Context: an optimization exercise on an open-source flow, tuned for a short achievable clock period and few clock cycles per item. The choices shown serve that exercise and are no tape-out recipe.
RTL that was checked went through simulation tests only; none was proved equivalent to the original.
No activity file was given, so power comes from the tool's default toggle rates.

==> module lpd_ctx, before the edit <==
module lpd_ctx
#(
   parameter int NUM_CHANNELS = lpd_pkg::DEF_NUM_CHANNELS,
   parameter int HEADER_BYTES = lpd_pkg::DEF_HEADER_BYTES
) (
   input  logic                clock,
   input  logic                reset,
   input  logic                in_valid,
   input  logic [((NUM_CHANNELS < (1 << lpd_pkg::CHAN_W)) ? NUM_CHANNELS : (1 << lpd_pkg::CHAN_W))-1:0] in_sel,
   input  lpd_pkg::req_type    in_item,
   output logic                res_valid,
   output lpd_pkg::rsp_type    res_word,
   output logic                res_none
);
   localparam int DEPTH = (NUM_CHANNELS < (1 << lpd_pkg::CHAN_W)) ? NUM_CHANNELS : (1 << lpd_pkg::CHAN_W);
   localparam int HB    = HEADER_BYTES;
   localparam int LW    = lpd_pkg::LEN_W;
   localparam int BW    = lpd_pkg::BYTE_W;
   logic          s_pay  [DEPTH];
   logic [HB-1:0] s_hdr  [DEPTH];
   logic          s_zero [DEPTH];
   logic          s_open [DEPTH];
   logic [LW-1:0] s_len  [DEPTH];
   logic             x_valid;
   logic [DEPTH-1:0] x_sel;
   lpd_pkg::req_type x_item;
   logic             x_pay;
   logic [HB-1:0]    x_hdr;
   logic             x_zero;
   logic             x_open;
   logic [LW-1:0]    x_len;
   logic             n_pay;
   logic [HB-1:0]    n_hdr;
   logic             n_zero;
   logic             n_open;
   logic [LW-1:0]    n_len;
   logic             b_zero;
   logic             all_zero;
   logic             pay_last;
   logic             present;
   lpd_pkg::rsp_type word;
   assign b_zero   = (x_item.data_byte == '0);
   assign all_zero = (x_hdr[0] | x_zero) & b_zero;
   assign pay_last = (x_len == LW'(1));
   always_comb begin
      n_hdr  = x_pay ? x_hdr : {x_hdr[HB-2:0], x_hdr[HB-1]};
      n_zero = x_hdr[0] ? b_zero : (x_zero & b_zero);
      n_open = x_pay & ~pay_last;
      n_pay  = x_pay ? ~pay_last : (x_hdr[HB-1] & ~all_zero);
      n_len  = x_len;
      for (int k = 0; k < HB; k++) begin
         if (k * BW < LW) begin
            if (x_hdr[k]) n_len[k*BW +: BW] = x_item.data_byte;
         end
      end
      if (x_pay) n_len = x_len - LW'(1);
   end
   always_comb begin
      present             = (|x_sel) & (x_pay | (x_hdr[HB-1] & all_zero));
      word.out_channel    = x_item.channel;
      word.payload_byte   = x_pay ? x_item.data_byte : '0;
      word.first_of_frame = x_pay & ~x_open;
      word.last_of_frame  = ~x_pay | pay_last;
      word.empty_frame    = ~x_pay;
   end
   logic          same;
   logic          r_pay;
   logic [HB-1:0] r_hdr;
   logic          r_zero;
   logic          r_open;
   logic [LW-1:0] r_len;
   assign same = x_valid & (|(x_sel & in_sel));
   always_comb begin
      r_pay  = 1'b0;
      r_hdr  = '0;
      r_zero = 1'b0;
      r_open = 1'b0;
      r_len  = '0;
      for (int i = 0; i < DEPTH; i++) begin
         r_pay  = r_pay  | (in_sel[i] & s_pay[i]);
         r_hdr  = r_hdr  | ({HB{in_sel[i]}} & s_hdr[i]);
         r_zero = r_zero | (in_sel[i] & s_zero[i]);
         r_open = r_open | (in_sel[i] & s_open[i]);
         r_len  = r_len  | ({LW{in_sel[i]}} & s_len[i]);
      end
   end
   always_ff @(posedge clock) begin
      if (reset) begin
         x_valid <= 1'b0;
      end else begin
         x_valid <= in_valid;
      end
   end
   always_ff @(posedge clock) begin
      x_sel  <= in_sel;
      x_item <= in_item;
      if (same) begin
         x_pay  <= n_pay;
         x_hdr  <= n_hdr;
         x_zero <= n_zero;
         x_open <= n_open;
         x_len  <= n_len;
      end else begin
         x_pay  <= r_pay;
         x_hdr  <= r_hdr;
         x_zero <= r_zero;
         x_open <= r_open;
         x_len  <= r_len;
      end
   end
   always_ff @(posedge clock) begin
      for (int i = 0; i < DEPTH; i++) begin
         if (reset) begin
            s_pay[i] <= 1'b0;
            s_hdr[i] <= HB'(1);
         end else if (x_valid && x_sel[i]) begin
            s_pay[i] <= n_pay;
            s_hdr[i] <= n_hdr;
         end
      end
   end
   always_ff @(posedge clock) begin
      for (int i = 0; i < DEPTH; i++) begin
         if (x_valid && x_sel[i]) begin
            s_zero[i] <= n_zero;
            s_open[i] <= n_open;
            s_len[i]  <= n_len;
         end
      end
   end
   always_ff @(posedge clock) begin
      if (reset) begin
         res_valid <= 1'b0;
         res_none  <= 1'b0;
      end else begin
         res_valid <= x_valid & present;
         res_none  <= x_valid & ~present;
      end
   end
   always_ff @(posedge clock) begin
      res_word <= word;
   end
endmodule
==> flow/config.mk <==
export PLATFORM = sky130hd
export DESIGN_NAME = length_prefix_deframer_unit
export DESIGN_NICKNAME = length_prefix_deframer_unit
export VERILOG_FILES = /design/flow/design.v
export SDC_FILE = /design/flow/constraint.sdc
export NUM_CORES = 4
export LEC_CHECK = 0
export ABC_CLOCK_PERIOD_IN_PS = 2500
export CAP_MARGIN = 20
export CORE_MARGIN = 2
export CORE_UTILIZATION = 40
export SETUP_SLACK_MARGIN = 5
export SLEW_MARGIN = 20
==> flow/constraint.sdc <==
create_clock -name core_clock -period 8.5 [get_ports {clock}]
set_input_delay 1.7000 -clock core_clock [delete_from_list [all_inputs] [get_ports {clock}]]
set_output_delay 1.7000 -clock core_clock [all_outputs]
set_load 0.01 [all_outputs]
standard.sh (not shown) runs the stock make flow with config.mk's settings and CLKGATE_MAP_FILE= SYNTH_SCRIPT=/design/flow/synth_recipe.tcl, a recipe that flattens the netlist after the stock synthesis.
==> flow/flow/run.sh <==
#!/bin/bash
set -euo pipefail
MARGIN=$(cat flow/margin.txt)
bash standard.sh SETUP_SLACK_MARGIN="$MARGIN" finish > flow_make.log 2>&1
==> flow/flow/margin.txt <==
6.0
Testbench counts at the start, summed over its fixed seeds: cycles 160,035, items 160,000.
Then changed:
--- a/flow/design.v
+++ b/flow/design.v
@@ -89,5 +89,13 @@
       word.empty_frame    = ~x_pay;
    end
+   logic             w_valid;
+   logic [DEPTH-1:0] w_sel;
+   logic             w_pay;
+   logic [HB-1:0]    w_hdr;
+   logic             w_zero;
+   logic             w_open;
+   logic [LW-1:0]    w_len;
    logic          same;
+   logic          same_w;
    logic          r_pay;
    logic [HB-1:0] r_hdr;
@@ -95,5 +103,6 @@
    logic          r_open;
    logic [LW-1:0] r_len;
-   assign same = x_valid & (|(x_sel & in_sel));
+   assign same   = x_valid & (|(x_sel & in_sel));
+   assign same_w = w_valid & (|(w_sel & in_sel));
    always_comb begin
       r_pay  = 1'b0;
@@ -126,4 +135,10 @@
          x_open <= n_open;
          x_len  <= n_len;
+      end else if (same_w) begin
+         x_pay  <= w_pay;
+         x_hdr  <= w_hdr;
+         x_zero <= w_zero;
+         x_open <= w_open;
+         x_len  <= w_len;
       end else begin
          x_pay  <= r_pay;
@@ -135,11 +150,26 @@
    end
    always_ff @(posedge clock) begin
+      if (reset) begin
+         w_valid <= 1'b0;
+      end else begin
+         w_valid <= x_valid;
+      end
+   end
+   always_ff @(posedge clock) begin
+      w_sel  <= x_sel;
+      w_pay  <= n_pay;
+      w_hdr  <= n_hdr;
+      w_zero <= n_zero;
+      w_open <= n_open;
+      w_len  <= n_len;
+   end
+   always_ff @(posedge clock) begin
       for (int i = 0; i < DEPTH; i++) begin
          if (reset) begin
             s_pay[i] <= 1'b0;
             s_hdr[i] <= HB'(1);
-         end else if (x_valid && x_sel[i]) begin
-            s_pay[i] <= n_pay;
-            s_hdr[i] <= n_hdr;
+         end else if (w_valid && w_sel[i]) begin
+            s_pay[i] <= w_pay;
+            s_hdr[i] <= w_hdr;
          end
       end
@@ -147,8 +177,8 @@
    always_ff @(posedge clock) begin
       for (int i = 0; i < DEPTH; i++) begin
-         if (x_valid && x_sel[i]) begin
-            s_zero[i] <= n_zero;
-            s_open[i] <= n_open;
-            s_len[i]  <= n_len;
+         if (w_valid && w_sel[i]) begin
+            s_zero[i] <= w_zero;
+            s_open[i] <= w_open;
+            s_len[i]  <= w_len;
          end
       end
Die area is higher by a few percent.
Sequential power is higher by a little under a tenth.
Global-route usage is lower by 1.3 points.
Via count is higher by a few percent.
Count of clock-buffer cells in the layout is higher by 1.
Non-clock buffer count is lower by 132.
Worst hold slack hardly moves.
For the second run of this note, only the layout was checked, not whether the RTL still works.

separate check: timing with driven ports:
No port has a modelled driver above. Below, the same layouts with a new extraction and two added sets of constraints.
Step 1: set_driving_cell puts a clkbuf_16 on clock and a buf_2 on each other input, an assumption about the parent block.
Step 2 also shifts input and output timing later by t, the mid clock arrival at the registers, as if the neighbouring blocks saw the same clock.
a / b / c = ideal / step 1 / step 2; a / b = the first two.
run | t, ns | setup WS [ns] | worst setup path after step 2 | slew at the worst register clock pin (ns)
the first run | 0.854 | 5.426 / 5.347 / 5.301 | input to register | 0.06 / 0.06
the second run | 0.879 | 5.480 / 5.403 / 5.336 | input to register | 0.07 / 0.07
After both steps setup and hold are still met in every run listed. The setup slack of the second run, which loses most, moves by -0.077 ns with the drivers and by -0.144 ns with both steps.
